Source: an optimization exercise on an open RTL-to-GDS flow (aim: small area). Production flows keep margins and buffers that such runs may drop.
Only simulation tests tie the RTL to the original design; equivalence was not proved.
Power figures rest on the tool's default switching activity, not on a simulated workload.

==> flow/design.v <==
package konark_hwpe_ctrl_pkg;
  localparam logic [5:0] REG_TRIGGER    = 6'h00;
  localparam logic [5:0] REG_ACQUIRE    = 6'h01;
  localparam logic [5:0] REG_STATUS     = 6'h02;
  localparam logic [5:0] REG_JOB_ID     = 6'h03;
  localparam logic [5:0] REG_SOFT_CLEAR = 6'h04;
endpackage
module konark_hwpe_ctx_regfile (
  input  logic          clk_i,
  input  logic          rst_ni,
  input  logic          we_i,
  input  logic          wctx_i,
  input  logic [3:0]    widx_i,
  input  logic [31:0]   wdata_i,
  input  logic [3:0]    wstrb_i,
  input  logic          rctx_a_i,
  input  logic [3:0]    ridx_a_i,
  output logic [31:0]   rdata_a_o,
  input  logic          rctx_b_i,
  output logic [511:0]  rdata_b_o
);
  logic [31:0] mem_nq [2][16];
  logic [31:0] wdata_n;
  assign wdata_n = ~(wdata_i & {32{rst_ni}});
  for (genvar c = 0; c < 2; c++) begin : g_ctx
    for (genvar r = 0; r < 16; r++) begin : g_reg
      for (genvar b = 0; b < 4; b++) begin : g_byte
        logic en;
        assign en = !rst_ni | (we_i & (wctx_i == c[0]) & (widx_i == r[3:0]) & wstrb_i[b]);
        always_ff @(posedge clk_i) begin
          if (en) mem_nq[c][r][8*b +: 8] <= wdata_n[8*b +: 8];
        end
      end
    end
  end
  assign rdata_a_o = ~mem_nq[rctx_a_i][ridx_a_i];
  for (genvar g = 0; g < 16; g++) begin : g_job_regs
    assign rdata_b_o[g*32 +: 32] = ~(rctx_b_i ? mem_nq[1][g] : mem_nq[0][g]);
  end
endmodule
module konark_hwpe_ctrl_slave #(
  parameter int NrCores   = 9,
  parameter int NrContext = 2,
  parameter int NrJobRegs = 16,
  parameter int IdWidth   = 2,
  parameter int AddrWidth = 32
) (
  input  logic                    clk_i,
  input  logic                    rst_ni,
  input  logic                    req_valid_i,
  output logic                    req_ready_o,
  input  logic [AddrWidth-1:0]    req_addr_i,
  input  logic                    req_write_i,
  input  logic [31:0]             req_wdata_i,
  input  logic [3:0]              req_strb_i,
  input  logic [IdWidth-1:0]      req_id_i,
  output logic                    rsp_valid_o,
  output logic [31:0]             rsp_rdata_o,
  output logic [IdWidth-1:0]      rsp_id_o,
  output logic                    job_start_o,
  output logic [NrJobRegs*32-1:0] job_regs_o,
  input  logic                    job_done_i,
  output logic                    clear_o,
  output logic                    busy_o,
  output logic [NrCores-1:0]      evt_o
);
  logic               wptr_q, rptr_q;
  logic [1:0]         count_q;
  logic [7:0]         job_id_q;
  logic               err_q;
  logic               start_q, run_q;    
  logic               rsp_valid_q;
  logic [31:0]        rsp_rdata_q;
  logic [IdWidth-1:0] rsp_id_q;
  logic               clear_q;
  logic               evt_q;
  logic [5:0]  word;
  logic        is_job, full, running;
  logic        req_fire, wr_fire;
  logic        do_trigger, trigger_err, do_clear, job_we, done_ok;
  logic [31:0] ctx_rdata, rdata_d;
  assign req_ready_o = rst_ni;
  assign req_fire    = req_valid_i & rst_ni;
  assign wr_fire     = req_fire & req_write_i;
  assign word    = req_addr_i[7:2];
  assign is_job  = (word[5:4] == 2'b01);
  assign full    = count_q[1];
  assign running = start_q | run_q;
  assign do_trigger  = wr_fire & (word == konark_hwpe_ctrl_pkg::REG_TRIGGER) & !full;
  assign trigger_err = wr_fire & (word == konark_hwpe_ctrl_pkg::REG_TRIGGER) & full;
  assign do_clear    = wr_fire & (word == konark_hwpe_ctrl_pkg::REG_SOFT_CLEAR);
  assign job_we      = wr_fire & is_job & !full;
  assign done_ok     = job_done_i & run_q & !do_clear;
  konark_hwpe_ctx_regfile i_ctx_regfile (
    .clk_i     (clk_i),
    .rst_ni    (rst_ni),
    .we_i      (job_we),
    .wctx_i    (wptr_q),
    .widx_i    (word[3:0]),
    .wdata_i   (req_wdata_i),
    .wstrb_i   (req_strb_i),
    .rctx_a_i  (wptr_q),
    .ridx_a_i  (word[3:0]),
    .rdata_a_o (ctx_rdata),
    .rctx_b_i  (rptr_q),
    .rdata_b_o (job_regs_o)
  );
  always_comb begin
    rdata_d = '0;
    if (!req_write_i) begin
      if (is_job) begin
        rdata_d = ctx_rdata;
      end else begin
        case (word)
          konark_hwpe_ctrl_pkg::REG_ACQUIRE: rdata_d = full ? 32'hFFFF_FFFF : {31'd0, wptr_q};
          konark_hwpe_ctrl_pkg::REG_STATUS:  rdata_d = {err_q, 21'd0, count_q, 7'd0, running};
          konark_hwpe_ctrl_pkg::REG_JOB_ID:  rdata_d = {24'd0, job_id_q};
          default:                           rdata_d = '0;
        endcase
      end
    end
  end
  always_ff @(posedge clk_i) begin
    rsp_rdata_q <= rdata_d;
    rsp_id_q    <= req_id_i;
  end
  always_ff @(posedge clk_i) begin
    if (!rst_ni) begin
      rsp_valid_q <= 1'b0;
      clear_q     <= 1'b0;
      evt_q       <= 1'b0;
      wptr_q      <= 1'b0;
      rptr_q      <= 1'b0;
      count_q     <= '0;
      job_id_q    <= '0;
      err_q       <= 1'b0;
      start_q     <= 1'b0;
      run_q       <= 1'b0;
    end else begin
      rsp_valid_q <= req_fire;
      clear_q     <= do_clear;
      evt_q       <= done_ok;
      start_q     <= !running & (count_q != 2'd0) & !do_clear;
      run_q       <= (start_q | (run_q & !job_done_i)) & !do_clear;
      if (do_trigger) job_id_q <= job_id_q + 8'd1;
      if (do_clear) begin
        wptr_q  <= 1'b0;
        rptr_q  <= 1'b0;
        count_q <= '0;
        err_q   <= 1'b0;
      end else begin
        if (do_trigger)  wptr_q <= !wptr_q;
        if (trigger_err) err_q  <= 1'b1;
        if (done_ok)     rptr_q <= !rptr_q;
        case ({do_trigger, done_ok})
          2'b10:   count_q <= count_q + 2'd1;
          2'b01:   count_q <= count_q - 2'd1;
          default: count_q <= count_q;
        endcase
      end
    end
  end
  assign job_start_o = start_q;
  assign busy_o      = running;
  assign rsp_valid_o = rsp_valid_q;
  assign rsp_rdata_o = rsp_rdata_q;
  assign rsp_id_o    = rsp_id_q;
  assign clear_o     = clear_q;
  assign evt_o       = {NrCores{evt_q}};
endmodule
==> flow/run.sh <==
#!/bin/bash
# synth_recipe.tcl (not shown) runs the flow's synth.tcl, then flattens the netlist and writes it again
# the make line also repeats each setting of config.mk as NAME=value (left out here)
make -C /OpenROAD-flow-scripts/flow DESIGN_CONFIG=/design/flow/config.mk WORK_HOME=/design/flow/orfs CLKGATE_MAP_FILE= SYNTH_SCRIPT=/design/flow/synth_recipe.tcl finish
==> flow/config.mk <==
export PLATFORM = sky130hd
export DESIGN_NAME = konark_hwpe_ctrl_slave
export DESIGN_NICKNAME = konark_hwpe_ctrl_slave
export VERILOG_FILES = /design/flow/design.v
export SDC_FILE = /design/flow/constraint.sdc
export NUM_CORES = 4
export LEC_CHECK = 0
export CAP_MARGIN = 20
export CORE_MARGIN = 2
export CORE_UTILIZATION = 40
export SLEW_MARGIN = 20
==> flow/constraint.sdc <==
create_clock -name core_clock -period 5.0 [get_ports {clk_i}]
set_input_delay 1.0000 -clock core_clock [delete_from_list [all_inputs] [get_ports {clk_i}]]
set_output_delay 1.0000 -clock core_clock [all_outputs]
set_load 0.01 [all_outputs]
==> run notes <==
status=finished clean; Reg-to-Reg End=rsp_rdata_q[8]; die area=0.118 sq mm; worst hold slack=0.497 ns; First DRT Iteration DRCs=6139; sequential cell area fraction in the yosys report=69.0%; max-cap viol count=0; mapped cell area=0.0461 sq mm; fin. max-slew vios=0; TritonCTS clock tree=done; worst slew margin relative to its limit=19.7%; commonest non-fill, non-tap cells in the layout=1024 x edfxtp_1, 603 x clkdlybuf4s50_1, 517 x mux2i_1; reg-to-reg startpoint=wptr_q; minimum clock period=4.50 ns; R2R Setup Slk=1.41 ns; Final HPWL DP=156000 um; I/O Buffers=608; layout cells sized above 1=12.5%; Setup WS pre-CTS=0.807 ns; syn nets=3191; first-pass GRT wire length=296000 um; router iterations before antenna repair=6; area occupied by multi-input gates=0.0135 sq mm; reg2reg path depth=8; Avg WL per Cell=41.6 um; vias=36400; synthesis-stage register bit count=1076; hold worst-path end=err_q; Root Buffer=clkbuf_16; Critical Path Source Type=flip-flop; most common cell after layout, fill and taps aside=edfxtp_1; Most used DFF post-synth=edfxtp_1; register area=0.0318 sq mm; Die Ht=343 um; grt ovf=0; Tightest Hold Check Type=reg -> reg; CTS sink cnt=1076; endpoints failing hold=0; Post-CTS Setup Bufs=0; htree depth=3; CP Class=reg -> out; vias per std cell=6.66; hold_sp=err_q; P per Cell Area=373 mW/mm^2; final worst slack=0.503 ns; TritonCTS Buffers=114; vias in the first global route=34100; Post-synth EDFFs=1024; clk_skew=0.0303 ns; CTS-repair resized insts=0; Hold Path Stages=2; largest net degree at the start of global routing=172; final period utilization=89.9%; # IOs=635; Tightest Pin Transition=1.20 ns; core area=0.114 sq mm; post-synth cell types=67; Rows=124; Clock Path Buffers=3; RSZ-0062 raised after global routing=false; latest clock arrival within the worst-skew pair=0.71 ns; Initial Util=40.3%; Die Wd=343 um; syn_area_per_cell=14.8 sq um; WL final=227000 um; Worst VDD drop=0.000268 V; Total Nets Final=3921; Tot Pwr=22.0 mW; GPL Wtd Cong=0.960; Synth warnings=3; fmax=222 MHz; Synth Instances=3114; Synth-to-Final Area Change=28.3%; number of remaining DRC errors=0; # setup viols final=0; Critical Path AT=3.50 ns; Critical Path RT=4.00 ns; crit end category=primary output; Post-CTS Hold Fix Bufs=0; Crit Path Max Fanout=26; Worst Setup SP=rptr_q; fillers=9632; initial antenna violation count=25; Clock transition at path regs=0.06 ns; ys async rst share=0%; Total Routing Usage GR=37.4%; remaining antenna violation count=0; leak pwr=19.6 nW; setup_tns=0 ns
through the flow:
| step | cells | util, % | cell area, sq um |
|---|---|---|---|
| 6_report | 5460 | 51.7 | 59100 |
| 5_1_grt | 5449 | 51.7 | 59100 |
| 4_1_cts | 5443 | 51.6 | 59000 |
| 3_5_place_dp | 5237 | 48.4 | 55400 |
| 3_3_place_gp | 5234 | 48.4 | 55300 |
| 2_1_floorplan | 3114 | - | 46100 |
cells in the mapped netlist, drive strengths merged, types with 5 or more instances:
| master | n | share of area [%] |
|---|---|---|
| a2111oi | 28 | 0.57 |
| a211oi | 5 | 0.081 |
| a21oi | 37 | 0.40 |
| a221oi | 29 | 0.58 |
| a222oi | 6 | 0.13 |
| a22o | 28 | 0.53 |
| a22oi | 319 | 5.2 |
| a32oi | 13 | 0.25 |
| and2 | 12 | 0.16 |
| and3 | 98 | 1.3 |
| buf | 138 | 1.5 |
| clkbuf | 108 | 0.88 |
| dfxtp | 52 | 2.3 |
| edfxtp | 1024 | 67 |
| mux2i | 517 | 11 |
| nand2 | 163 | 1.3 |
| nand2b | 7 | 0.095 |
| nand3 | 85 | 0.92 |
| nand3b | 14 | 0.23 |
| nand4 | 73 | 1.0 |
| nor2 | 64 | 0.55 |
| nor2b | 6 | 0.081 |
| nor3 | 14 | 0.18 |
| nor4 | 15 | 0.20 |
| o21a | 11 | 0.18 |
| o21ai | 148 | 1.6 |
| or2 | 8 | 0.11 |
| or3 | 7 | 0.095 |
| or4 | 11 | 0.18 |
| xnor2 | 7 | 0.13 |
critical path, stage by stage, from the launching register on:
cell and delay (ns):
dfxtp_4 0.77, buf_4 0.41, buf_4 0.44, mux2i_1 0.43, clkdlybuf4s50_1 0.62
how the worst max path moves through the flow:
stage               slack (ns)  depth (start not counted)                           to
finish                    0.50                          4              job_regs_o[147]
global route              0.50                          4              job_regs_o[147]
CTS                       0.58                          4              job_regs_o[147]
detailed placement        0.81                          9              rsp_rdata_q[31]
global placement          0.82                          9              rsp_rdata_q[31]
floorplan                 1.64                          6  i_ctx_regfile.mem_nq[12][0]
registers in the layout, indices dropped and copies added (netlist names):
signal	count
rptr_q	1
start_q	1
job_id_q	8
rsp_id_q	2
rsp_valid_q	1
evt_q	1
rsp_rdata_q	32
run_q	1
i_ctx_regfile.mem_nq	1024
clear_q	1
wptr_q	1
count_q	2
err_q	1
cell families (layout without fill, tap and decap cells):
logic type / Yosys count / after routing / synth area share, %
buffers and inverters: 250 / 1070 / 2.42
adder cells (fa/ha/maj): 2 / 2 / 0.0543
other: 0 / 14 / 0
AO/OA/AOI/OAI: 657 / 657 / 10.1
multiplexers: 521 / 521 / 11.3
flip-flops: 1076 / 1076 / 69.0
AND/OR/NAND/NOR: 597 / 597 / 6.86
XOR/XNOR: 11 / 11 / 0.209
power breakdown:
| group | leakage, nW | internal (mW) | switching [mW] |
|---|---|---|---|
| clock network | 1.76 | 4.79 | 3.60 |
| registers | 10.6 | 10.7 | 0.429 |
| logic | 7.22 | 0.948 | 1.59 |
| total | 19.6 | 16.4 | 5.62 |
routing by layer:
layer | share of wire, % | vias to the layer above | track usage [%] | wire (um)
met1 | 36 | 18400 | 48.2 | 81300
met3 | 15 | 654 | 13.3 | 33200
met2 | 43 | 3336 | 55.3 | 97800
met4 | 6.4 | 20 | 20.3 | 14600
li1 | - | 14000 | - | -
met5 | 0.057 | - | 0 | 129
layout make-up:
cell class / instances / area share (%)
clock inverter: 55 / 0.845
clock buffer: 151 / 5.25
tap: 1512 / 3.20
antenna: 14 / 0.0593
multi-input combinational: 1788 / 22.8
timing repair buffer: 860 / 14.0
sequential: 1076 / 53.8
inverter: 4 / 0.0254

-- separate check: timing with driven ports --
Ports are ideal in the flow. The routed layout listed here was re-timed in OpenROAD.
Step 1 sets driving cells, clkbuf_16 on the clock port and buf_2 on the other inputs (assumed; they add their load-dependent delay and slew).
Step 2 times the ports against the registers' clock, not the clock port: input delays grow and output delays shrink by t, the midpoint of the rising clock arrivals with the driver on.
a / b / c = ideal ports / drivers / drivers and shift; a / b = the first two.
t, ns: 0.775
setup WS [ns]: 0.503 / 0.428 / 0.489
slew at the worst register clock pin (ns): 0.07 / 0.07
After both steps this run still meets setup and hold. For this run, drivers alone change the setup slack by -0.075 ns; drivers and shift together by -0.014 ns.
